From an optimization exercise on the open Yosys and OpenROAD flow, aimed at small area; shortcuts taken in it are not production practice.
Function not checked in this run: the RTL went through the layout flow alone.
Power is estimated from default activity; no workload was simulated.

**flow/design.v**
```verilog
package matrix_pkg;
    localparam int ELEM_W = 4;                    
    localparam int RES_W  = 9;                    
    typedef logic signed [ELEM_W-1:0] elem_t;     
    typedef logic signed [RES_W-1:0]  res_t;      
    typedef struct packed {
        elem_t m11;                               
        elem_t m12;                               
        elem_t m21;                               
        elem_t m22;                               
    } mat_in_t;
    typedef struct packed {
        res_t m11;
        res_t m12;
        res_t m21;
        res_t m22;
    } mat_out_t;
    typedef enum logic [2:0] {
        OP_ADD       = 3'd0,                      
        OP_SUB       = 3'd1,                      
        OP_SCALE     = 3'd2,                      
        OP_MUL       = 3'd3,                      
        OP_TRANSPOSE = 3'd4,                      
        OP_ADJ       = 3'd5,                      
        OP_DET       = 3'd6                       
    } op_t;
    typedef struct packed {
        mat_out_t sum;                            
        mat_out_t diff;                           
        mat_out_t scaled;                         
    } ew_results_t;
    function automatic res_t widen(input elem_t e);
        res_t w;
        w = e;                                    
        widen = w;
    endfunction
    function automatic mat_out_t widen_mat(input mat_in_t m);
        mat_out_t w;
        w.m11 = widen(m.m11);
        w.m12 = widen(m.m12);
        w.m21 = widen(m.m21);
        w.m22 = widen(m.m22);
        widen_mat = w;
    endfunction
endpackage
`timescale 1ns/1ps
module csa_fa (
    input  logic a,
    input  logic b,
    input  logic c,
    output logic s,
    output logic co
);
    assign s  = a ^ b ^ c;
    assign co = (a & b) | (a & c) | (b & c);
endmodule
module csa_ha (
    input  logic a,
    input  logic b,
    output logic s,
    output logic co
);
    assign s  = a ^ b;
    assign co = a & b;
endmodule
module pp_nor (
    input  logic an,
    input  logic bn,
    output logic y
);
    assign y = ~(an | bn);
endmodule
module out_and (
    input  logic a,
    input  logic b,
    output logic y
);
    assign y = a & b;
endmodule
module sel4 (
    input  logic [3:0] s,
    input  logic [3:0] d,
    output logic       y
);
    assign y = |(s & d);
endmodule
module sel5 (
    input  logic [4:0] s,
    input  logic [4:0] d,
    output logic       y
);
    assign y = |(s & d);
endmodule
module sel2 (
    input  logic [1:0] s,
    input  logic [1:0] d,
    output logic       y
);
    assign y = |(s & d);
endmodule
module csa_xnor (
    input  logic a,
    input  logic b,
    output logic y
);
    assign y = ~(a ^ b);
endmodule
module csa_or (
    input  logic a,
    input  logic b,
    output logic y
);
    assign y = a | b;
endmodule
module inj_p (
    input  logic x,
    input  logic y,
    input  logic v,
    output logic p
);
    assign p = (x & y) | v;
endmodule
module inj_n (
    input  logic x,
    input  logic y,
    input  logic v,
    output logic p
);
    assign p = ~((x & y) | v);
endmodule
`timescale 1ns/1ps
module matrix_alu (
    input  logic        clk,
    input  logic        reset,
    input  logic        start,
    input  logic [2:0]  op,
    input  logic [15:0] a,
    input  logic [15:0] b,
    input  logic [3:0]  scalar,
    output logic [35:0] result,
    output logic [8:0]  det,
    output logic        singular,
    output logic        done
);
    logic [2:0]  opr;       
    logic [15:0] ar;        
    logic [15:0] br;        
    always_ff @(posedge clk) begin
        if (reset) done <= 1'b0;
        else       done <= start;
    end
    always_ff @(posedge clk) begin
        if (reset)      opr <= 3'd7;
        else if (start) opr <= (op == 3'd7) ? 3'd6 : op;
    end
    logic ld, hd, ld_r, hd_r;
    assign ld   = start;
    assign hd   = ~start;
    assign ld_r = start & ~reset;                   
    assign hd_r = ~start & ~reset;
    logic [15:0] ar_d;
    for (genvar k = 0; k < 16; k++) begin : g_ain
        if (k >= 8) begin : g_r
            sel2 u_a (.s({ld_r, hd_r}), .d({a[k], ar[k]}), .y(ar_d[k]));
        end else begin : g_n
            sel2 u_a (.s({ld, hd}), .d({a[k], ar[k]}), .y(ar_d[k]));
        end
    end
    logic sel_b, sel_s, sel_t, sel_d, sel_o;
    assign sel_s = start & (op == 3'd2);
    assign sel_t = start & (op == 3'd4);
    assign sel_d = start & (op == 3'd5);
    assign sel_b = start & ~((op == 3'd2) | (op == 3'd4) | (op == 3'd5));    
    assign sel_o = start & ~((op == 3'd4) | (op == 3'd5));                   
    logic [15:0] br_d;
    for (genvar k = 0; k < 4; k++) begin : g_bin
        sel5 u_11 (.s({sel_b, sel_s, sel_t, sel_d, hd}),
                   .d({b[12 + k], scalar[k], a[12 + k], a[k], br[12 + k]}), .y(br_d[12 + k]));
        sel4 u_12 (.s({sel_o, sel_t, sel_d, hd}),
                   .d({b[8 + k], a[4 + k], a[8 + k], br[8 + k]}), .y(br_d[8 + k]));
        sel4 u_21 (.s({sel_o, sel_t, sel_d, hd}),
                   .d({b[4 + k], a[8 + k], a[4 + k], br[4 + k]}), .y(br_d[4 + k]));
        sel5 u_22 (.s({sel_b, sel_s, sel_t, sel_d, hd}),
                   .d({b[k], scalar[k], a[k], a[12 + k], br[k]}), .y(br_d[k]));
    end
    always_ff @(posedge clk) begin
        ar <= ar_d;
        br <= br_d;
    end
    logic [3:0] a11, a12, a21, a22, b11, b12, b21, b22;
    assign {a11, a12, a21, a22} = ar;
    assign {b11, b12, b21, b22} = br;
    logic f01, f23, f3, en, cin_d, cin_o, kill;
    assign f01   = (opr[2:1] == 2'b00);
    assign f23   = (opr[2:1] == 2'b01);
    assign f3    = (opr == 3'd3);
    assign en    = ~opr[1];
    assign cin_d = (opr == 3'd1);
    assign cin_o = (opr[1:0] == 2'b01);
    logic [3:0] y11, y12, y21, y22;
    assign y11 = ({4{f23}} & b11) | {3'b000, f01};
    assign y22 = ({4{f23}} & b22) | {3'b000, f01};
    assign y12 = {4{f3}} & b12;
    assign y21 = {4{f3}} & b21;
    logic [3:0] v11, v12, v21, v22;
    assign v11 = {4{en}} & (b11 ^ {4{cin_d}});
    assign v12 = {4{en}} & (b12 ^ {4{cin_o}});
    assign v21 = {4{en}} & (b21 ^ {4{cin_o}});
    assign v22 = {4{en}} & (b22 ^ {4{cin_d}});
    logic [8:0] p11, p12, p21, p22;
    logic [7:0] dv;
    wire [3:0] a11_n = ~a11;
    wire [3:0] a12_n = ~a12;
    wire [3:0] a21_n = ~a21;
    wire [3:0] a22_n = ~a22;
    wire [3:0] y11_n = ~y11;
    wire [3:0] y12_n = ~y12;
    wire [3:0] y21_n = ~y21;
    wire [3:0] y22_n = ~y22;
    wire pp_a110_y110;
    pp_nor u_pp_a110_y110 (.an(a11_n[0]), .bn(y11_n[0]), .y(pp_a110_y110));
    wire pp_a110_y111;
    pp_nor u_pp_a110_y111 (.an(a11_n[0]), .bn(y11_n[1]), .y(pp_a110_y111));
    wire pp_a110_y112;
    pp_nor u_pp_a110_y112 (.an(a11_n[0]), .bn(y11_n[2]), .y(pp_a110_y112));
    wire pp_a111_y110;
    pp_nor u_pp_a111_y110 (.an(a11_n[1]), .bn(y11_n[0]), .y(pp_a111_y110));
    wire pp_a111_y111;
    pp_nor u_pp_a111_y111 (.an(a11_n[1]), .bn(y11_n[1]), .y(pp_a111_y111));
    wire pp_a111_y112;
    pp_nor u_pp_a111_y112 (.an(a11_n[1]), .bn(y11_n[2]), .y(pp_a111_y112));
    wire pp_a112_y110;
    pp_nor u_pp_a112_y110 (.an(a11_n[2]), .bn(y11_n[0]), .y(pp_a112_y110));
    wire pp_a112_y111;
    pp_nor u_pp_a112_y111 (.an(a11_n[2]), .bn(y11_n[1]), .y(pp_a112_y111));
    wire pp_a112_y112;
    pp_nor u_pp_a112_y112 (.an(a11_n[2]), .bn(y11_n[2]), .y(pp_a112_y112));
    wire pp_a113_y113;
    pp_nor u_pp_a113_y113 (.an(a11_n[3]), .bn(y11_n[3]), .y(pp_a113_y113));
    wire pj_a120_y21;
    inj_p u_pj_a120_y21 (.x(a12[0]), .y(y21[0]), .v(v11[0]), .p(pj_a120_y21));
    wire pp_a120_y211;
    pp_nor u_pp_a120_y211 (.an(a12_n[0]), .bn(y21_n[1]), .y(pp_a120_y211));
    wire pp_a120_y212;
    pp_nor u_pp_a120_y212 (.an(a12_n[0]), .bn(y21_n[2]), .y(pp_a120_y212));
    wire pj_a121_y21;
    inj_p u_pj_a121_y21 (.x(a12[1]), .y(y21[0]), .v(v11[1]), .p(pj_a121_y21));
    wire pp_a121_y211;
    pp_nor u_pp_a121_y211 (.an(a12_n[1]), .bn(y21_n[1]), .y(pp_a121_y211));
    wire pp_a121_y212;
    pp_nor u_pp_a121_y212 (.an(a12_n[1]), .bn(y21_n[2]), .y(pp_a121_y212));
    wire pj_a122_y21;
    inj_p u_pj_a122_y21 (.x(a12[2]), .y(y21[0]), .v(v11[2]), .p(pj_a122_y21));
    wire pp_a122_y211;
    pp_nor u_pp_a122_y211 (.an(a12_n[2]), .bn(y21_n[1]), .y(pp_a122_y211));
    wire pp_a122_y212;
    pp_nor u_pp_a122_y212 (.an(a12_n[2]), .bn(y21_n[2]), .y(pp_a122_y212));
    wire pj_a123_y21;
    inj_n u_pj_a123_y21 (.x(a12[3]), .y(y21[0]), .v(v11[3]), .p(pj_a123_y21));
    wire pp_a123_y213;
    pp_nor u_pp_a123_y213 (.an(a12_n[3]), .bn(y21_n[3]), .y(pp_a123_y213));
    wire p11_0, p11_1;
    csa_fa u_p11_0 (.a(pp_a110_y110), .b(pj_a120_y21), .c(cin_d), .s(p11_0), .co(p11_1));
    wire p11_2, p11_3;
    csa_fa u_p11_2 (.a(pp_a110_y111), .b(pp_a111_y110), .c(pp_a120_y211), .s(p11_2), .co(p11_3));
    wire p11_4, p11_5;
    csa_fa u_p11_4 (.a(pj_a121_y21), .b(p11_1), .c(p11_2), .s(p11_4), .co(p11_5));
    wire p11_6, p11_7;
    csa_fa u_p11_6 (.a(pp_a110_y112), .b(pp_a111_y111), .c(pp_a112_y110), .s(p11_6), .co(p11_7));
    wire p11_8, p11_9;
    csa_fa u_p11_8 (.a(pp_a120_y212), .b(pp_a121_y211), .c(pj_a122_y21), .s(p11_8), .co(p11_9));
    wire p11_10, p11_11;
    csa_fa u_p11_10 (.a(p11_3), .b(p11_6), .c(p11_8), .s(p11_10), .co(p11_11));
    wire p11_12, p11_13;
    csa_ha u_p11_12 (.a(p11_5), .b(p11_10), .s(p11_12), .co(p11_13));
    wire p11_14, p11_15;
    csa_fa u_p11_14 (.a(~(a11[0] & y11[3])), .b(pp_a111_y112), .c(pp_a112_y111), .s(p11_14), .co(p11_15));
    wire p11_16, p11_17;
    csa_fa u_p11_16 (.a(~(a11[3] & y11[0])), .b(~(a12[0] & y21[3])), .c(pp_a121_y212), .s(p11_16), .co(p11_17));
    wire p11_18, p11_19;
    csa_fa u_p11_18 (.a(pp_a122_y211), .b(pj_a123_y21), .c(p11_7), .s(p11_18), .co(p11_19));
    wire p11_20, p11_21;
    csa_fa u_p11_20 (.a(p11_9), .b(p11_14), .c(p11_16), .s(p11_20), .co(p11_21));
    wire p11_22, p11_23;
    csa_fa u_p11_22 (.a(p11_11), .b(p11_18), .c(p11_20), .s(p11_22), .co(p11_23));
    wire p11_24, p11_25;
    csa_ha u_p11_24 (.a(p11_13), .b(p11_22), .s(p11_24), .co(p11_25));
    wire p11_26, p11_27;
    csa_fa u_p11_26 (.a(~(a11[1] & y11[3])), .b(pp_a112_y112), .c(~(a11[3] & y11[1])), .s(p11_26), .co(p11_27));
    wire p11_28, p11_29;
    csa_fa u_p11_28 (.a(~(a12[1] & y21[3])), .b(pp_a122_y212), .c(~(a12[3] & y21[1])), .s(p11_28), .co(p11_29));
    wire p11_30, p11_31;
    csa_fa u_p11_30 (.a(p11_15), .b(p11_17), .c(p11_26), .s(p11_30), .co(p11_31));
    wire p11_32, p11_33;
    csa_fa u_p11_32 (.a(p11_28), .b(p11_19), .c(p11_21), .s(p11_32), .co(p11_33));
    wire p11_34, p11_35;
    csa_fa u_p11_34 (.a(p11_30), .b(p11_32), .c(p11_23), .s(p11_34), .co(p11_35));
    wire p11_36, p11_37;
    csa_ha u_p11_36 (.a(p11_25), .b(p11_34), .s(p11_36), .co(p11_37));
    wire p11_38, p11_39;
    csa_xnor u_p11_38 (.a(~(a11[2] & y11[3])), .b(~(a11[3] & y11[2])), .y(p11_38));
    csa_or u_p11_39 (.a(~(a11[2] & y11[3])), .b(~(a11[3] & y11[2])), .y(p11_39));
    wire p11_40, p11_41;
    csa_fa u_p11_40 (.a(~(a12[2] & y21[3])), .b(~(a12[3] & y21[2])), .c(p11_38), .s(p11_40), .co(p11_41));
    wire p11_42, p11_43;
    csa_fa u_p11_42 (.a(p11_27), .b(p11_29), .c(p11_40), .s(p11_42), .co(p11_43));
    wire p11_44, p11_45;
    csa_fa u_p11_44 (.a(p11_31), .b(p11_42), .c(p11_33), .s(p11_44), .co(p11_45));
    wire p11_46, p11_47;
    csa_fa u_p11_46 (.a(p11_44), .b(p11_35), .c(p11_37), .s(p11_46), .co(p11_47));
    wire p11_48, p11_49;
    csa_fa u_p11_48 (.a(pp_a113_y113), .b(pp_a123_y213), .c(p11_39), .s(p11_48), .co(p11_49));
    wire p11_50, p11_51;
    csa_fa u_p11_50 (.a(p11_41), .b(p11_48), .c(p11_43), .s(p11_50), .co(p11_51));
    wire p11_52, p11_53;
    csa_fa u_p11_52 (.a(p11_50), .b(p11_45), .c(p11_47), .s(p11_52), .co(p11_53));
    wire p11_54, p11_55;
    csa_fa u_p11_54 (.a(p11_49), .b(p11_51), .c(p11_53), .s(p11_54), .co(p11_55));
    wire p11_56 = ~p11_55;
    wire pj_a110_y12;
    inj_p u_pj_a110_y12 (.x(a11[0]), .y(y12[0]), .v(v12[0]), .p(pj_a110_y12));
    wire pp_a110_y121;
    pp_nor u_pp_a110_y121 (.an(a11_n[0]), .bn(y12_n[1]), .y(pp_a110_y121));
    wire pp_a110_y122;
    pp_nor u_pp_a110_y122 (.an(a11_n[0]), .bn(y12_n[2]), .y(pp_a110_y122));
    wire pj_a111_y12;
    inj_p u_pj_a111_y12 (.x(a11[1]), .y(y12[0]), .v(v12[1]), .p(pj_a111_y12));
    wire pp_a111_y121;
    pp_nor u_pp_a111_y121 (.an(a11_n[1]), .bn(y12_n[1]), .y(pp_a111_y121));
    wire pp_a111_y122;
    pp_nor u_pp_a111_y122 (.an(a11_n[1]), .bn(y12_n[2]), .y(pp_a111_y122));
    wire pj_a112_y12;
    inj_p u_pj_a112_y12 (.x(a11[2]), .y(y12[0]), .v(v12[2]), .p(pj_a112_y12));
    wire pp_a112_y121;
    pp_nor u_pp_a112_y121 (.an(a11_n[2]), .bn(y12_n[1]), .y(pp_a112_y121));
    wire pp_a112_y122;
    pp_nor u_pp_a112_y122 (.an(a11_n[2]), .bn(y12_n[2]), .y(pp_a112_y122));
    wire pj_a113_y12;
    inj_n u_pj_a113_y12 (.x(a11[3]), .y(y12[0]), .v(v12[3]), .p(pj_a113_y12));
    wire pp_a113_y123;
    pp_nor u_pp_a113_y123 (.an(a11_n[3]), .bn(y12_n[3]), .y(pp_a113_y123));
    wire pp_a120_y220;
    pp_nor u_pp_a120_y220 (.an(a12_n[0]), .bn(y22_n[0]), .y(pp_a120_y220));
    wire pp_a120_y221;
    pp_nor u_pp_a120_y221 (.an(a12_n[0]), .bn(y22_n[1]), .y(pp_a120_y221));
    wire pp_a120_y222;
    pp_nor u_pp_a120_y222 (.an(a12_n[0]), .bn(y22_n[2]), .y(pp_a120_y222));
    wire pp_a121_y220;
    pp_nor u_pp_a121_y220 (.an(a12_n[1]), .bn(y22_n[0]), .y(pp_a121_y220));
    wire pp_a121_y221;
    pp_nor u_pp_a121_y221 (.an(a12_n[1]), .bn(y22_n[1]), .y(pp_a121_y221));
    wire pp_a121_y222;
    pp_nor u_pp_a121_y222 (.an(a12_n[1]), .bn(y22_n[2]), .y(pp_a121_y222));
    wire pp_a122_y220;
    pp_nor u_pp_a122_y220 (.an(a12_n[2]), .bn(y22_n[0]), .y(pp_a122_y220));
    wire pp_a122_y221;
    pp_nor u_pp_a122_y221 (.an(a12_n[2]), .bn(y22_n[1]), .y(pp_a122_y221));
    wire pp_a122_y222;
    pp_nor u_pp_a122_y222 (.an(a12_n[2]), .bn(y22_n[2]), .y(pp_a122_y222));
    wire pp_a123_y223;
    pp_nor u_pp_a123_y223 (.an(a12_n[3]), .bn(y22_n[3]), .y(pp_a123_y223));
    wire p12_57, p12_58;
    csa_fa u_p12_57 (.a(pj_a110_y12), .b(pp_a120_y220), .c(cin_o), .s(p12_57), .co(p12_58));
    wire p12_59, p12_60;
    csa_fa u_p12_59 (.a(pp_a110_y121), .b(pj_a111_y12), .c(pp_a120_y221), .s(p12_59), .co(p12_60));
    wire p12_61, p12_62;
    csa_fa u_p12_61 (.a(pp_a121_y220), .b(p12_58), .c(p12_59), .s(p12_61), .co(p12_62));
    wire p12_63, p12_64;
    csa_fa u_p12_63 (.a(pp_a110_y122), .b(pp_a111_y121), .c(pj_a112_y12), .s(p12_63), .co(p12_64));
    wire p12_65, p12_66;
    csa_fa u_p12_65 (.a(pp_a120_y222), .b(pp_a121_y221), .c(pp_a122_y220), .s(p12_65), .co(p12_66));
    wire p12_67, p12_68;
    csa_fa u_p12_67 (.a(p12_60), .b(p12_63), .c(p12_65), .s(p12_67), .co(p12_68));
    wire p12_69, p12_70;
    csa_ha u_p12_69 (.a(p12_62), .b(p12_67), .s(p12_69), .co(p12_70));
    wire p12_71, p12_72;
    csa_fa u_p12_71 (.a(~(a11[0] & y12[3])), .b(pp_a111_y122), .c(pp_a112_y121), .s(p12_71), .co(p12_72));
    wire p12_73, p12_74;
    csa_fa u_p12_73 (.a(pj_a113_y12), .b(~(a12[0] & y22[3])), .c(pp_a121_y222), .s(p12_73), .co(p12_74));
    wire p12_75, p12_76;
    csa_fa u_p12_75 (.a(pp_a122_y221), .b(~(a12[3] & y22[0])), .c(p12_64), .s(p12_75), .co(p12_76));
    wire p12_77, p12_78;
    csa_fa u_p12_77 (.a(p12_66), .b(p12_71), .c(p12_73), .s(p12_77), .co(p12_78));
    wire p12_79, p12_80;
    csa_fa u_p12_79 (.a(p12_68), .b(p12_75), .c(p12_77), .s(p12_79), .co(p12_80));
    wire p12_81, p12_82;
    csa_ha u_p12_81 (.a(p12_70), .b(p12_79), .s(p12_81), .co(p12_82));
    wire p12_83, p12_84;
    csa_fa u_p12_83 (.a(~(a11[1] & y12[3])), .b(pp_a112_y122), .c(~(a11[3] & y12[1])), .s(p12_83), .co(p12_84));
    wire p12_85, p12_86;
    csa_fa u_p12_85 (.a(~(a12[1] & y22[3])), .b(pp_a122_y222), .c(~(a12[3] & y22[1])), .s(p12_85), .co(p12_86));
    wire p12_87, p12_88;
    csa_fa u_p12_87 (.a(p12_72), .b(p12_74), .c(p12_83), .s(p12_87), .co(p12_88));
    wire p12_89, p12_90;
    csa_fa u_p12_89 (.a(p12_85), .b(p12_76), .c(p12_78), .s(p12_89), .co(p12_90));
    wire p12_91, p12_92;
    csa_fa u_p12_91 (.a(p12_87), .b(p12_89), .c(p12_80), .s(p12_91), .co(p12_92));
    wire p12_93, p12_94;
    csa_ha u_p12_93 (.a(p12_82), .b(p12_91), .s(p12_93), .co(p12_94));
    wire p12_95, p12_96;
    csa_xnor u_p12_95 (.a(~(a11[2] & y12[3])), .b(~(a11[3] & y12[2])), .y(p12_95));
    csa_or u_p12_96 (.a(~(a11[2] & y12[3])), .b(~(a11[3] & y12[2])), .y(p12_96));
    wire p12_97, p12_98;
    csa_fa u_p12_97 (.a(~(a12[2] & y22[3])), .b(~(a12[3] & y22[2])), .c(p12_95), .s(p12_97), .co(p12_98));
    wire p12_99, p12_100;
    csa_fa u_p12_99 (.a(p12_84), .b(p12_86), .c(p12_97), .s(p12_99), .co(p12_100));
    wire p12_101, p12_102;
    csa_fa u_p12_101 (.a(p12_88), .b(p12_99), .c(p12_90), .s(p12_101), .co(p12_102));
    wire p12_103, p12_104;
    csa_fa u_p12_103 (.a(p12_101), .b(p12_92), .c(p12_94), .s(p12_103), .co(p12_104));
    wire p12_105, p12_106;
    csa_fa u_p12_105 (.a(pp_a113_y123), .b(pp_a123_y223), .c(p12_96), .s(p12_105), .co(p12_106));
    wire p12_107, p12_108;
    csa_fa u_p12_107 (.a(p12_98), .b(p12_105), .c(p12_100), .s(p12_107), .co(p12_108));
    wire p12_109, p12_110;
    csa_fa u_p12_109 (.a(p12_107), .b(p12_102), .c(p12_104), .s(p12_109), .co(p12_110));
    wire p12_111, p12_112;
    csa_fa u_p12_111 (.a(p12_106), .b(p12_108), .c(p12_110), .s(p12_111), .co(p12_112));
    wire p12_113 = ~p12_112;
    wire pp_a210_y110;
    pp_nor u_pp_a210_y110 (.an(a21_n[0]), .bn(y11_n[0]), .y(pp_a210_y110));
    wire pp_a210_y111;
    pp_nor u_pp_a210_y111 (.an(a21_n[0]), .bn(y11_n[1]), .y(pp_a210_y111));
    wire pp_a210_y112;
    pp_nor u_pp_a210_y112 (.an(a21_n[0]), .bn(y11_n[2]), .y(pp_a210_y112));
    wire pp_a211_y110;
    pp_nor u_pp_a211_y110 (.an(a21_n[1]), .bn(y11_n[0]), .y(pp_a211_y110));
    wire pp_a211_y111;
    pp_nor u_pp_a211_y111 (.an(a21_n[1]), .bn(y11_n[1]), .y(pp_a211_y111));
    wire pp_a211_y112;
    pp_nor u_pp_a211_y112 (.an(a21_n[1]), .bn(y11_n[2]), .y(pp_a211_y112));
    wire pp_a212_y110;
    pp_nor u_pp_a212_y110 (.an(a21_n[2]), .bn(y11_n[0]), .y(pp_a212_y110));
    wire pp_a212_y111;
    pp_nor u_pp_a212_y111 (.an(a21_n[2]), .bn(y11_n[1]), .y(pp_a212_y111));
    wire pp_a212_y112;
    pp_nor u_pp_a212_y112 (.an(a21_n[2]), .bn(y11_n[2]), .y(pp_a212_y112));
    wire pp_a213_y113;
    pp_nor u_pp_a213_y113 (.an(a21_n[3]), .bn(y11_n[3]), .y(pp_a213_y113));
    wire pj_a220_y21;
    inj_p u_pj_a220_y21 (.x(a22[0]), .y(y21[0]), .v(v21[0]), .p(pj_a220_y21));
    wire pp_a220_y211;
    pp_nor u_pp_a220_y211 (.an(a22_n[0]), .bn(y21_n[1]), .y(pp_a220_y211));
    wire pp_a220_y212;
    pp_nor u_pp_a220_y212 (.an(a22_n[0]), .bn(y21_n[2]), .y(pp_a220_y212));
    wire pj_a221_y21;
    inj_p u_pj_a221_y21 (.x(a22[1]), .y(y21[0]), .v(v21[1]), .p(pj_a221_y21));
    wire pp_a221_y211;
    pp_nor u_pp_a221_y211 (.an(a22_n[1]), .bn(y21_n[1]), .y(pp_a221_y211));
    wire pp_a221_y212;
    pp_nor u_pp_a221_y212 (.an(a22_n[1]), .bn(y21_n[2]), .y(pp_a221_y212));
    wire pj_a222_y21;
    inj_p u_pj_a222_y21 (.x(a22[2]), .y(y21[0]), .v(v21[2]), .p(pj_a222_y21));
    wire pp_a222_y211;
    pp_nor u_pp_a222_y211 (.an(a22_n[2]), .bn(y21_n[1]), .y(pp_a222_y211));
    wire pp_a222_y212;
    pp_nor u_pp_a222_y212 (.an(a22_n[2]), .bn(y21_n[2]), .y(pp_a222_y212));
    wire pj_a223_y21;
    inj_n u_pj_a223_y21 (.x(a22[3]), .y(y21[0]), .v(v21[3]), .p(pj_a223_y21));
    wire pp_a223_y213;
    pp_nor u_pp_a223_y213 (.an(a22_n[3]), .bn(y21_n[3]), .y(pp_a223_y213));
    wire p21_114, p21_115;
    csa_fa u_p21_114 (.a(pp_a210_y110), .b(pj_a220_y21), .c(cin_o), .s(p21_114), .co(p21_115));
    wire p21_116, p21_117;
    csa_fa u_p21_116 (.a(pp_a210_y111), .b(pp_a211_y110), .c(pp_a220_y211), .s(p21_116), .co(p21_117));
    wire p21_118, p21_119;
    csa_fa u_p21_118 (.a(pj_a221_y21), .b(p21_115), .c(p21_116), .s(p21_118), .co(p21_119));
    wire p21_120, p21_121;
    csa_fa u_p21_120 (.a(pp_a210_y112), .b(pp_a211_y111), .c(pp_a212_y110), .s(p21_120), .co(p21_121));
    wire p21_122, p21_123;
    csa_fa u_p21_122 (.a(pp_a220_y212), .b(pp_a221_y211), .c(pj_a222_y21), .s(p21_122), .co(p21_123));
    wire p21_124, p21_125;
    csa_fa u_p21_124 (.a(p21_117), .b(p21_120), .c(p21_122), .s(p21_124), .co(p21_125));
    wire p21_126, p21_127;
    csa_ha u_p21_126 (.a(p21_119), .b(p21_124), .s(p21_126), .co(p21_127));
    wire p21_128, p21_129;
    csa_fa u_p21_128 (.a(~(a21[0] & y11[3])), .b(pp_a211_y112), .c(pp_a212_y111), .s(p21_128), .co(p21_129));
    wire p21_130, p21_131;
    csa_fa u_p21_130 (.a(~(a21[3] & y11[0])), .b(~(a22[0] & y21[3])), .c(pp_a221_y212), .s(p21_130), .co(p21_131));
    wire p21_132, p21_133;
    csa_fa u_p21_132 (.a(pp_a222_y211), .b(pj_a223_y21), .c(p21_121), .s(p21_132), .co(p21_133));
    wire p21_134, p21_135;
    csa_fa u_p21_134 (.a(p21_123), .b(p21_128), .c(p21_130), .s(p21_134), .co(p21_135));
    wire p21_136, p21_137;
    csa_fa u_p21_136 (.a(p21_125), .b(p21_132), .c(p21_134), .s(p21_136), .co(p21_137));
    wire p21_138, p21_139;
    csa_ha u_p21_138 (.a(p21_127), .b(p21_136), .s(p21_138), .co(p21_139));
    wire p21_140, p21_141;
    csa_fa u_p21_140 (.a(~(a21[1] & y11[3])), .b(pp_a212_y112), .c(~(a21[3] & y11[1])), .s(p21_140), .co(p21_141));
    wire p21_142, p21_143;
    csa_fa u_p21_142 (.a(~(a22[1] & y21[3])), .b(pp_a222_y212), .c(~(a22[3] & y21[1])), .s(p21_142), .co(p21_143));
    wire p21_144, p21_145;
    csa_fa u_p21_144 (.a(p21_129), .b(p21_131), .c(p21_140), .s(p21_144), .co(p21_145));
    wire p21_146, p21_147;
    csa_fa u_p21_146 (.a(p21_142), .b(p21_133), .c(p21_135), .s(p21_146), .co(p21_147));
    wire p21_148, p21_149;
    csa_fa u_p21_148 (.a(p21_144), .b(p21_146), .c(p21_137), .s(p21_148), .co(p21_149));
    wire p21_150, p21_151;
    csa_ha u_p21_150 (.a(p21_139), .b(p21_148), .s(p21_150), .co(p21_151));
    wire p21_152, p21_153;
    csa_xnor u_p21_152 (.a(~(a21[2] & y11[3])), .b(~(a21[3] & y11[2])), .y(p21_152));
    csa_or u_p21_153 (.a(~(a21[2] & y11[3])), .b(~(a21[3] & y11[2])), .y(p21_153));
    wire p21_154, p21_155;
    csa_fa u_p21_154 (.a(~(a22[2] & y21[3])), .b(~(a22[3] & y21[2])), .c(p21_152), .s(p21_154), .co(p21_155));
    wire p21_156, p21_157;
    csa_fa u_p21_156 (.a(p21_141), .b(p21_143), .c(p21_154), .s(p21_156), .co(p21_157));
    wire p21_158, p21_159;
    csa_fa u_p21_158 (.a(p21_145), .b(p21_156), .c(p21_147), .s(p21_158), .co(p21_159));
    wire p21_160, p21_161;
    csa_fa u_p21_160 (.a(p21_158), .b(p21_149), .c(p21_151), .s(p21_160), .co(p21_161));
    wire p21_162, p21_163;
    csa_fa u_p21_162 (.a(pp_a213_y113), .b(pp_a223_y213), .c(p21_153), .s(p21_162), .co(p21_163));
    wire p21_164, p21_165;
    csa_fa u_p21_164 (.a(p21_155), .b(p21_162), .c(p21_157), .s(p21_164), .co(p21_165));
    wire p21_166, p21_167;
    csa_fa u_p21_166 (.a(p21_164), .b(p21_159), .c(p21_161), .s(p21_166), .co(p21_167));
    wire p21_168, p21_169;
    csa_fa u_p21_168 (.a(p21_163), .b(p21_165), .c(p21_167), .s(p21_168), .co(p21_169));
    wire p21_170 = ~p21_169;
    wire pj_a210_y12;
    inj_p u_pj_a210_y12 (.x(a21[0]), .y(y12[0]), .v(v22[0]), .p(pj_a210_y12));
    wire pp_a210_y121;
    pp_nor u_pp_a210_y121 (.an(a21_n[0]), .bn(y12_n[1]), .y(pp_a210_y121));
    wire pp_a210_y122;
    pp_nor u_pp_a210_y122 (.an(a21_n[0]), .bn(y12_n[2]), .y(pp_a210_y122));
    wire pj_a211_y12;
    inj_p u_pj_a211_y12 (.x(a21[1]), .y(y12[0]), .v(v22[1]), .p(pj_a211_y12));
    wire pp_a211_y121;
    pp_nor u_pp_a211_y121 (.an(a21_n[1]), .bn(y12_n[1]), .y(pp_a211_y121));
    wire pp_a211_y122;
    pp_nor u_pp_a211_y122 (.an(a21_n[1]), .bn(y12_n[2]), .y(pp_a211_y122));
    wire pj_a212_y12;
    inj_p u_pj_a212_y12 (.x(a21[2]), .y(y12[0]), .v(v22[2]), .p(pj_a212_y12));
    wire pp_a212_y121;
    pp_nor u_pp_a212_y121 (.an(a21_n[2]), .bn(y12_n[1]), .y(pp_a212_y121));
    wire pp_a212_y122;
    pp_nor u_pp_a212_y122 (.an(a21_n[2]), .bn(y12_n[2]), .y(pp_a212_y122));
    wire pj_a213_y12;
    inj_n u_pj_a213_y12 (.x(a21[3]), .y(y12[0]), .v(v22[3]), .p(pj_a213_y12));
    wire pp_a213_y123;
    pp_nor u_pp_a213_y123 (.an(a21_n[3]), .bn(y12_n[3]), .y(pp_a213_y123));
    wire pp_a220_y220;
    pp_nor u_pp_a220_y220 (.an(a22_n[0]), .bn(y22_n[0]), .y(pp_a220_y220));
    wire pp_a220_y221;
    pp_nor u_pp_a220_y221 (.an(a22_n[0]), .bn(y22_n[1]), .y(pp_a220_y221));
    wire pp_a220_y222;
    pp_nor u_pp_a220_y222 (.an(a22_n[0]), .bn(y22_n[2]), .y(pp_a220_y222));
    wire pp_a221_y220;
    pp_nor u_pp_a221_y220 (.an(a22_n[1]), .bn(y22_n[0]), .y(pp_a221_y220));
    wire pp_a221_y221;
    pp_nor u_pp_a221_y221 (.an(a22_n[1]), .bn(y22_n[1]), .y(pp_a221_y221));
    wire pp_a221_y222;
    pp_nor u_pp_a221_y222 (.an(a22_n[1]), .bn(y22_n[2]), .y(pp_a221_y222));
    wire pp_a222_y220;
    pp_nor u_pp_a222_y220 (.an(a22_n[2]), .bn(y22_n[0]), .y(pp_a222_y220));
    wire pp_a222_y221;
    pp_nor u_pp_a222_y221 (.an(a22_n[2]), .bn(y22_n[1]), .y(pp_a222_y221));
    wire pp_a222_y222;
    pp_nor u_pp_a222_y222 (.an(a22_n[2]), .bn(y22_n[2]), .y(pp_a222_y222));
    wire pp_a223_y223;
    pp_nor u_pp_a223_y223 (.an(a22_n[3]), .bn(y22_n[3]), .y(pp_a223_y223));
    wire p22_171, p22_172;
    csa_fa u_p22_171 (.a(pj_a210_y12), .b(pp_a220_y220), .c(cin_d), .s(p22_171), .co(p22_172));
    wire p22_173, p22_174;
    csa_fa u_p22_173 (.a(pp_a210_y121), .b(pj_a211_y12), .c(pp_a220_y221), .s(p22_173), .co(p22_174));
    wire p22_175, p22_176;
    csa_fa u_p22_175 (.a(pp_a221_y220), .b(p22_172), .c(p22_173), .s(p22_175), .co(p22_176));
    wire p22_177, p22_178;
    csa_fa u_p22_177 (.a(pp_a210_y122), .b(pp_a211_y121), .c(pj_a212_y12), .s(p22_177), .co(p22_178));
    wire p22_179, p22_180;
    csa_fa u_p22_179 (.a(pp_a220_y222), .b(pp_a221_y221), .c(pp_a222_y220), .s(p22_179), .co(p22_180));
    wire p22_181, p22_182;
    csa_fa u_p22_181 (.a(p22_174), .b(p22_177), .c(p22_179), .s(p22_181), .co(p22_182));
    wire p22_183, p22_184;
    csa_ha u_p22_183 (.a(p22_176), .b(p22_181), .s(p22_183), .co(p22_184));
    wire p22_185, p22_186;
    csa_fa u_p22_185 (.a(~(a21[0] & y12[3])), .b(pp_a211_y122), .c(pp_a212_y121), .s(p22_185), .co(p22_186));
    wire p22_187, p22_188;
    csa_fa u_p22_187 (.a(pj_a213_y12), .b(~(a22[0] & y22[3])), .c(pp_a221_y222), .s(p22_187), .co(p22_188));
    wire p22_189, p22_190;
    csa_fa u_p22_189 (.a(pp_a222_y221), .b(~(a22[3] & y22[0])), .c(p22_178), .s(p22_189), .co(p22_190));
    wire p22_191, p22_192;
    csa_fa u_p22_191 (.a(p22_180), .b(p22_185), .c(p22_187), .s(p22_191), .co(p22_192));
    wire p22_193, p22_194;
    csa_fa u_p22_193 (.a(p22_182), .b(p22_189), .c(p22_191), .s(p22_193), .co(p22_194));
    wire p22_195, p22_196;
    csa_ha u_p22_195 (.a(p22_184), .b(p22_193), .s(p22_195), .co(p22_196));
    wire p22_197, p22_198;
    csa_fa u_p22_197 (.a(~(a21[1] & y12[3])), .b(pp_a212_y122), .c(~(a21[3] & y12[1])), .s(p22_197), .co(p22_198));
    wire p22_199, p22_200;
    csa_fa u_p22_199 (.a(~(a22[1] & y22[3])), .b(pp_a222_y222), .c(~(a22[3] & y22[1])), .s(p22_199), .co(p22_200));
    wire p22_201, p22_202;
    csa_fa u_p22_201 (.a(p22_186), .b(p22_188), .c(p22_197), .s(p22_201), .co(p22_202));
    wire p22_203, p22_204;
    csa_fa u_p22_203 (.a(p22_199), .b(p22_190), .c(p22_192), .s(p22_203), .co(p22_204));
    wire p22_205, p22_206;
    csa_fa u_p22_205 (.a(p22_201), .b(p22_203), .c(p22_194), .s(p22_205), .co(p22_206));
    wire p22_207, p22_208;
    csa_ha u_p22_207 (.a(p22_196), .b(p22_205), .s(p22_207), .co(p22_208));
    wire p22_209, p22_210;
    csa_xnor u_p22_209 (.a(~(a21[2] & y12[3])), .b(~(a21[3] & y12[2])), .y(p22_209));
    csa_or u_p22_210 (.a(~(a21[2] & y12[3])), .b(~(a21[3] & y12[2])), .y(p22_210));
    wire p22_211, p22_212;
    csa_fa u_p22_211 (.a(~(a22[2] & y22[3])), .b(~(a22[3] & y22[2])), .c(p22_209), .s(p22_211), .co(p22_212));
    wire p22_213, p22_214;
    csa_fa u_p22_213 (.a(p22_198), .b(p22_200), .c(p22_211), .s(p22_213), .co(p22_214));
    wire p22_215, p22_216;
    csa_fa u_p22_215 (.a(p22_202), .b(p22_213), .c(p22_204), .s(p22_215), .co(p22_216));
    wire p22_217, p22_218;
    csa_fa u_p22_217 (.a(p22_215), .b(p22_206), .c(p22_208), .s(p22_217), .co(p22_218));
    wire p22_219, p22_220;
    csa_fa u_p22_219 (.a(pp_a213_y123), .b(pp_a223_y223), .c(p22_210), .s(p22_219), .co(p22_220));
    wire p22_221, p22_222;
    csa_fa u_p22_221 (.a(p22_212), .b(p22_219), .c(p22_214), .s(p22_221), .co(p22_222));
    wire p22_223, p22_224;
    csa_fa u_p22_223 (.a(p22_221), .b(p22_216), .c(p22_218), .s(p22_223), .co(p22_224));
    wire p22_225, p22_226;
    csa_fa u_p22_225 (.a(p22_220), .b(p22_222), .c(p22_224), .s(p22_225), .co(p22_226));
    wire p22_227 = ~p22_226;
    wire pp_a110_a220;
    pp_nor u_pp_a110_a220 (.an(a11_n[0]), .bn(a22_n[0]), .y(pp_a110_a220));
    wire pp_a110_a221;
    pp_nor u_pp_a110_a221 (.an(a11_n[0]), .bn(a22_n[1]), .y(pp_a110_a221));
    wire pp_a110_a222;
    pp_nor u_pp_a110_a222 (.an(a11_n[0]), .bn(a22_n[2]), .y(pp_a110_a222));
    wire pp_a111_a220;
    pp_nor u_pp_a111_a220 (.an(a11_n[1]), .bn(a22_n[0]), .y(pp_a111_a220));
    wire pp_a111_a221;
    pp_nor u_pp_a111_a221 (.an(a11_n[1]), .bn(a22_n[1]), .y(pp_a111_a221));
    wire pp_a111_a222;
    pp_nor u_pp_a111_a222 (.an(a11_n[1]), .bn(a22_n[2]), .y(pp_a111_a222));
    wire pp_a112_a220;
    pp_nor u_pp_a112_a220 (.an(a11_n[2]), .bn(a22_n[0]), .y(pp_a112_a220));
    wire pp_a112_a221;
    pp_nor u_pp_a112_a221 (.an(a11_n[2]), .bn(a22_n[1]), .y(pp_a112_a221));
    wire pp_a112_a222;
    pp_nor u_pp_a112_a222 (.an(a11_n[2]), .bn(a22_n[2]), .y(pp_a112_a222));
    wire pp_a113_a223;
    pp_nor u_pp_a113_a223 (.an(a11_n[3]), .bn(a22_n[3]), .y(pp_a113_a223));
    wire pp_a120_a213;
    pp_nor u_pp_a120_a213 (.an(a12_n[0]), .bn(a21_n[3]), .y(pp_a120_a213));
    wire pp_a121_a213;
    pp_nor u_pp_a121_a213 (.an(a12_n[1]), .bn(a21_n[3]), .y(pp_a121_a213));
    wire pp_a122_a213;
    pp_nor u_pp_a122_a213 (.an(a12_n[2]), .bn(a21_n[3]), .y(pp_a122_a213));
    wire pp_a123_a210;
    pp_nor u_pp_a123_a210 (.an(a12_n[3]), .bn(a21_n[0]), .y(pp_a123_a210));
    wire pp_a123_a211;
    pp_nor u_pp_a123_a211 (.an(a12_n[3]), .bn(a21_n[1]), .y(pp_a123_a211));
    wire pp_a123_a212;
    pp_nor u_pp_a123_a212 (.an(a12_n[3]), .bn(a21_n[2]), .y(pp_a123_a212));
    wire d_228, d_229;
    csa_xnor u_d_228 (.a(pp_a110_a220), .b(~(a12[0] & a21[0])), .y(d_228));
    csa_or u_d_229 (.a(pp_a110_a220), .b(~(a12[0] & a21[0])), .y(d_229));
    wire d_230, d_231;
    csa_xnor u_d_230 (.a(pp_a110_a221), .b(pp_a111_a220), .y(d_230));
    csa_or u_d_231 (.a(pp_a110_a221), .b(pp_a111_a220), .y(d_231));
    wire d_232, d_233;
    csa_fa u_d_232 (.a(~(a12[0] & a21[1])), .b(~(a12[1] & a21[0])), .c(d_229), .s(d_232), .co(d_233));
    wire d_234, d_235;
    csa_ha u_d_234 (.a(d_230), .b(d_232), .s(d_234), .co(d_235));
    wire d_236, d_237;
    csa_xnor u_d_236 (.a(pp_a110_a222), .b(pp_a111_a221), .y(d_236));
    csa_or u_d_237 (.a(pp_a110_a222), .b(pp_a111_a221), .y(d_237));
    wire d_238, d_239;
    csa_fa u_d_238 (.a(pp_a112_a220), .b(~(a12[0] & a21[2])), .c(~(a12[1] & a21[1])), .s(d_238), .co(d_239));
    wire d_240, d_241;
    csa_fa u_d_240 (.a(~(a12[2] & a21[0])), .b(d_231), .c(d_236), .s(d_240), .co(d_241));
    wire d_242, d_243;
    csa_fa u_d_242 (.a(d_238), .b(d_233), .c(d_240), .s(d_242), .co(d_243));
    wire d_244, d_245;
    csa_ha u_d_244 (.a(d_235), .b(d_242), .s(d_244), .co(d_245));
    wire d_246, d_247;
    csa_xnor u_d_246 (.a(~(a11[0] & a22[3])), .b(pp_a111_a222), .y(d_246));
    csa_or u_d_247 (.a(~(a11[0] & a22[3])), .b(pp_a111_a222), .y(d_247));
    wire d_248, d_249;
    csa_fa u_d_248 (.a(pp_a112_a221), .b(~(a11[3] & a22[0])), .c(pp_a120_a213), .s(d_248), .co(d_249));
    wire d_250, d_251;
    csa_fa u_d_250 (.a(~(a12[1] & a21[2])), .b(~(a12[2] & a21[1])), .c(pp_a123_a210), .s(d_250), .co(d_251));
    wire d_252, d_253;
    csa_fa u_d_252 (.a(d_237), .b(d_246), .c(d_239), .s(d_252), .co(d_253));
    wire d_254, d_255;
    csa_fa u_d_254 (.a(d_248), .b(d_250), .c(d_241), .s(d_254), .co(d_255));
    wire d_256, d_257;
    csa_fa u_d_256 (.a(d_252), .b(d_254), .c(d_243), .s(d_256), .co(d_257));
    wire d_258, d_259;
    csa_ha u_d_258 (.a(d_245), .b(d_256), .s(d_258), .co(d_259));
    wire d_260, d_261;
    csa_xnor u_d_260 (.a(~(a11[1] & a22[3])), .b(pp_a112_a222), .y(d_260));
    csa_or u_d_261 (.a(~(a11[1] & a22[3])), .b(pp_a112_a222), .y(d_261));
    wire d_262, d_263;
    csa_fa u_d_262 (.a(~(a11[3] & a22[1])), .b(pp_a121_a213), .c(~(a12[2] & a21[2])), .s(d_262), .co(d_263));
    wire d_264, d_265;
    csa_fa u_d_264 (.a(pp_a123_a211), .b(d_247), .c(d_260), .s(d_264), .co(d_265));
    wire d_266, d_267;
    csa_fa u_d_266 (.a(d_249), .b(d_251), .c(d_262), .s(d_266), .co(d_267));
    wire d_268, d_269;
    csa_fa u_d_268 (.a(d_264), .b(d_253), .c(d_266), .s(d_268), .co(d_269));
    wire d_270, d_271;
    csa_fa u_d_270 (.a(d_255), .b(d_268), .c(d_257), .s(d_270), .co(d_271));
    wire d_272, d_273;
    csa_ha u_d_272 (.a(d_259), .b(d_270), .s(d_272), .co(d_273));
    wire d_274, d_275;
    csa_fa u_d_274 (.a(~(a11[2] & a22[3])), .b(~(a11[3] & a22[2])), .c(pp_a122_a213), .s(d_274), .co(d_275));
    wire d_276, d_277;
    csa_fa u_d_276 (.a(pp_a123_a212), .b(d_261), .c(d_263), .s(d_276), .co(d_277));
    wire d_278, d_279;
    csa_fa u_d_278 (.a(d_274), .b(d_265), .c(d_267), .s(d_278), .co(d_279));
    wire d_280, d_281;
    csa_fa u_d_280 (.a(d_276), .b(d_278), .c(d_269), .s(d_280), .co(d_281));
    wire d_282, d_283;
    csa_fa u_d_282 (.a(d_280), .b(d_271), .c(d_273), .s(d_282), .co(d_283));
    wire d_284, d_285;
    csa_fa u_d_284 (.a(pp_a113_a223), .b(~(a12[3] & a21[3])), .c(d_275), .s(d_284), .co(d_285));
    wire d_286, d_287;
    csa_fa u_d_286 (.a(d_277), .b(d_284), .c(d_279), .s(d_286), .co(d_287));
    wire d_288, d_289;
    csa_fa u_d_288 (.a(d_286), .b(d_281), .c(d_283), .s(d_288), .co(d_289));
    wire d_290 = d_285 ^ d_287;
    wire d_291 = d_290 ^ d_289;
    assign p11 = {p11_56, p11_54, p11_52, p11_46, p11_36, p11_24, p11_12, p11_4, p11_0};
    assign p12 = {p12_113, p12_111, p12_109, p12_103, p12_93, p12_81, p12_69, p12_61, p12_57};
    assign p21 = {p21_170, p21_168, p21_166, p21_160, p21_150, p21_138, p21_126, p21_118, p21_114};
    assign p22 = {p22_227, p22_225, p22_223, p22_217, p22_207, p22_195, p22_183, p22_175, p22_171};
    assign dv = {d_291, d_288, d_282, d_272, d_258, d_244, d_234, d_228};
    logic zero_det;
    assign zero_det = (dv == 8'd0);
    assign kill     = (opr == 3'd5) & zero_det;
    logic        keep;
    logic [35:0] p_all;
    assign keep  = ~kill;
    assign p_all = {p11, p12, p21, p22};
    for (genvar i = 0; i < 36; i++) begin : g_res
        out_and u_and (.a(p_all[i]), .b(keep), .y(result[i]));
    end
    assign det      = {dv[7], dv};
    assign singular = zero_det & (opr != 3'd7);
endmodule
```
**flow/flow/run.sh**
```bash
#!/bin/bash
set -euo pipefail
cd "$(dirname "$0")/.."
export BUFFER_PORTS_ARGS="-buffer_cell sky130_fd_sc_hd__buf_1"
export CTS_ARGS="-sink_clustering_enable -repair_clock_nets -buf_list sky130_fd_sc_hd__clkbuf_4 -dont_use_dummy_load"
export GLOBAL_PLACEMENT_ARGS="-keep_resize_below_overflow 0"
bash standard.sh > standard.log 2>&1
```
**flow/config.mk**
```make
export PLATFORM = sky130hd
export DESIGN_NAME = matrix_alu
export DESIGN_NICKNAME = matrix_alu
export VERILOG_FILES = /design/flow/design.v
export SDC_FILE = /design/flow/constraint.sdc
export NUM_CORES = 4
export LEC_CHECK = 0
export CAP_MARGIN = 20
export CORE_MARGIN = 2
export CORE_UTILIZATION = 40
export SLEW_MARGIN = 20
export SYNTH_HIERARCHICAL = 1
```
**flow/constraint.sdc**
```tcl
create_clock -name core_clock -period 8.0 [get_ports {clk}]
set_input_delay 1.6000 -clock core_clock [delete_from_list [all_inputs] [get_ports {clk}]]
set_output_delay 1.6000 -clock core_clock [all_outputs]
set_load 0.01 [all_outputs]
```
**flow/standard.sh**
```bash
#!/bin/bash
# synth_recipe.tcl (not shown) runs the flow's synth.tcl, then flattens the netlist and writes it again
# the make line also repeats each setting of config.mk as NAME=value (left out here)
make -C /OpenROAD-flow-scripts/flow DESIGN_CONFIG=/design/flow/config.mk WORK_HOME=/design/flow/orfs CLKGATE_MAP_FILE= SYNTH_SCRIPT=/design/flow/synth_recipe.tcl "${@:-finish}"
```
==> summary.txt <==
CTS:
- TritonCTS built the clock tree.
- The H-tree was split into 2 levels.
- The tree is rooted in a clkbuf_4.
- No sink is reached through more buffers than the 2 on the longest clock path.
- The post-CTS setup repair buffer count is 0.
- The clock buffer count from CTS is 5.
- The hold buffer count at CTS is 0.
- Clock-pin slew was measured on the worst setup and hold paths at around 120 ps.
- Clock tree synthesis found a total of 36 sinks.
- The clock latency reported for the late side of the worst-skew pair is around 340 ps.

Power and ir drop:
- The reported leakage power is roughly 2.3 nW.
- The final total power is just under 0.0009 W.
- Across the VDD grid, the largest voltage drop is 0.110 mV.
- Power spread over the standard cell area amounts to approximately 150 mW/mm^2.

Critical path:
- The worst setup path is captured at an output pin.
- The critical path goes through nor3b_2, xnor2_1, nor2_1, a21o_1, fa_1, fa_1, fa_1, fa_1, ha_1, fa_1, fa_1, fa_1, and2_1, buf_1.
- The master of the slowest instance on the critical path is nor3b_2.
- The required time of the worst setup path is around 6400 ps.
- The biggest cell delay along the critical path is around 800 ps.
- The signal arrival time at the worst endpoint is 6000 ps.
- By instance count, the cell type seen most on the critical path is fa_1.
- The type of origin of the critical path is a flop.
- The worst-path maximum fanout is 15.
- The register-to-register path setup slack is 6960 ps.
- The start-to-end type of the worst setup path is flop to output pin.
- The number of buffers and inverters on the critical path is 1.
- Grouping stages by cell kind, the critical path spends the most delay in adder cells.

Logic synthesis:
- The mean cell area of the mapped netlist is between 9 and 10 um^2.
- The netlist area before placement is 0.00550 mm^2.
- The share of synthesized area in the top cell type comes to 0.430.
- The sequential fraction of the synthesis area is 0.131.
- The number of nets produced by synthesis is 756.
- For this run, the number of Yosys warnings is 7.
- By area the synthesized netlist is led by fa_1, dfxtp_1, nor2_1.
- After synthesis the netlist holds a flip-flop and latch count of 36.
- The number of standard cells after synthesis is 580.
- The biggest area contributor in the post-synthesis netlist is fa_1.
- Yosys mapped the design onto 31 distinct sky130hd cell types.

Floorplanning:
- After floorplanning, the core was sized to cover 0.0133 mm^2.
- The floorplan step defined a die boundary enclosing roughly 0.015 mm^2.
- The chip width is 121 um.
- The die is roughly 120 um tall.
- The number of placed I/O pins is between 80 and 90.
- The floorplan has 42 rows.
- For this configuration, the core starts out at a cell density of 0.412.

Final layout:
- The antenna diode count is 0.
- The share of layout cells above drive strength 1 is 0.0231.
- The layout filler cell count is roughly 1400.
- The total non-filler cell area in the finished layout is 0.00597 mm^2.
- The layout overhead on the synthesized area is 8.60%.
- The top cell types in the final layout, fill and taps aside, are fa_1, nor2_1, buf_1, nand2_1, and2_1.
- The commonest non-fill, non-tap cell in the layout is fa_1.
- For this run, the post-layout net count is 827.

Timing:
- The worst-case hold slack is around 600 ps.
- The number of slew-limit violations in the final report is 0.
- After layout, the worst setup slack is roughly 400 ps.
- The worst pin sits at a relative slew slack of 0.450.
- The final number of hold-violating endpoints came to 0.
- Counting I/O delays and the setup requirement, the final critical path takes between 7000 and 8000 ps.
- Clock skew on the completed layout was measured at 0 ps.
- The fmax is 131 MHz.
- Of the available clock period, the critical path in the final layout requires 0.951.
- Setup repair after global routing left no endpoint under its margin.
- The measured slew at the worst slew-check pin is between 800 and 900 ps.
- Setup violations remaining at the end of the flow were counted as 0.
- Adding up every negative setup slack in the final design gives 0 ps.

Global route:
- For this run, global-route usage on met3 was measured as 0.0258.
- The residual overflow from global routing is 0.
- For this run, the total global-route usage over all layers was measured as 0.234.
- For this run, global-route usage on met1 was measured as 0.322.
- The via count of the first global-routing pass is 4591.
- The pin count of the biggest net entering global routing is 37.
- For this run, global-route usage on met2 was measured as 0.387.
- The initial antenna violation count is 0.
- The global routing stage identified its most utilized layer as met2.
- The wire length of the first global-routing pass is 25800 um.

Run status:
- The run finished with no timing, DRC or antenna violations.

Routing:
- The total via count in the routed design is approximately 4600.
- The number of remaining DRC errors is 0.
- The detail route stage leaves a number of antenna-violating nets equal to 0.
- The mean number of vias per cell is roughly 5.5.
- The final layout contains routed wiring with a total length of approximately 17000 um.
- The number of detailed-route iterations in the first pass is 7.
- After detailed routing, the average wire length per cell comes to between 20 and 25 um.
- The first-iteration detailed-routing DRC count is just under 400.

Job:
- The tool flagged a number of max-cap violations equal to 0.

Placement:
- The standard cell area after detailed placement is just under 0.006 mm^2.
- The detailed placer's ending HPWL is 13600 um.
- Routability-driven placement finished with a final weighted congestion of 0.909.
- The placement-stage worst setup slack is between 200 and 250 ps.
- The number of I/O port buffers is just under 90.

Min path:
- The class of the most critical hold timing path is flop to flop.
[metal layers]
layer  up-vias  part of all wire
met5         -                 0
met4         0             0.031
met3        38             0.060
met2       198              0.48
met1      2293              0.43
li1       2025                 -
[Yosys stat by module (local to each module, per instance), excerpt]
module | flops+latches | cell area, um^2
inj_n | 0 | 8.76
inj_p | 0 | 7.51
out_and | 0 | 6.26
matrix_alu | 36 | 1680
csa_fa | 0 | 20.0
csa_xnor | 0 | 8.76
sel2 | 0 | 8.76
csa_or | 0 | 6.26
sel4 | 0 | 18.8
pp_nor | 0 | 3.75
[power by group]
part | switching (W) | internal [W]
sequential | 0.0000480 | 0.000198
clock | 0.0000551 | 0.0000294
combinational | 0.000321 | 0.000243
[stage by stage]
step           utilization  cells
2_1_floorplan            -    580
6_report             0.447    825
3_3_place_gp         0.443    820
3_5_place_dp         0.444    820
5_1_grt              0.447    825
4_1_cts              0.447    825
[logic make-up after synthesis]
| logic type | Yosys count | share of synthesized area |
|---|---|---|
| AO/OA/AOI/OAI | 72 | 0.106 |
| AND/OR/NAND/NOR | 258 | 0.210 |
| XOR/XNOR | 27 | 0.0430 |
| buffers and inverters | 53 | 0.0439 |
| flip-flops | 36 | 0.131 |
| adder cells (fa/ha/maj) | 134 | 0.466 |
[state kept, by name, summed over array words and instances (netlist names)]
register	flops
done	1
br	16
ar	16
opr	3
[path summary, 6_finish.rpt]
kind         depth (start not counted)    endpoint   start
max                                 14  result[34]  opr[0]
min reg2reg                          2      br[11]  br[11]
min                                  2      br[11]  br[11]
max reg2reg                          1      opr[0]  opr[0]
[tightest hold or removal path: cells and delay by family (launching register included)]
family / cells / cell delay, ps
flops: 1 / 400
simple gates: 1 / 70
compound gates: 1 / 110
[area by class of cell]
class,instances,area [um^2],area share
clock buffers,5,37.5,0.00629
inverters,29,109,0.0182
multi-input cells,491,4550,0.762
flip-flops and latches,36,722,0.121
well taps,176,220,0.0369
repair buffers,88,330,0.0553
[synth_stat cells]
cell	n
o21a_1	1
nand2b_1	3
clkbuf_1	8
nor3_1	1
fa_1	118
buf_2	6
ha_1	16
a22oi_1	24
buf_4	9
nor2b_1	5
nor2_1	106
nor3b_1	1
a311oi_1	1
nand3_1	16
xnor2_1	27
and3b_1	1
a21oi_1	3
a222oi_1	8
inv_1	29
nor4_1	1
and2_1	42
a22o_1	16
a21o_1	12
a21oi_2	4
dfxtp_1	36
nand2_1	71
and2_0	1
clkbuf_2	1
or4_1	1
a211o_1	3
or2_1	9
[repair_timing]
item,in CTS,in global routing
resized for setup,1,3
hold endpoints to repair,0,0
endpoints found under the setup margin,6,36
pin swaps,0,0

[re-timing with driven ports]
The results above use ideal ports. As a check the final layout listed here was re-extracted and re-timed, cells and wires unchanged.
Step 1, drivers: a clkbuf_16 drives clk and a buf_2 each remaining input, both assumed.
Step 2 times the ports against the registers' clock, not the clock port: input delays grow and output delays shrink by t, the midpoint of the rising clock arrivals with the driver on.
Three values: ideal ports, drivers, drivers and shift; two values: the first two.
t, ns: 0.341
setup slack, ns: 0.395 / 0.372 / 0.713
worst hold slack (ns): 0.597 / 0.597 / 0.597
worst setup path at the end: register to output
pins driven straight from the clock port: 1
After both steps this run still meets setup and hold. The setup slack of this run moves by -0.023 ns with the drivers and by +0.318 ns with both steps.
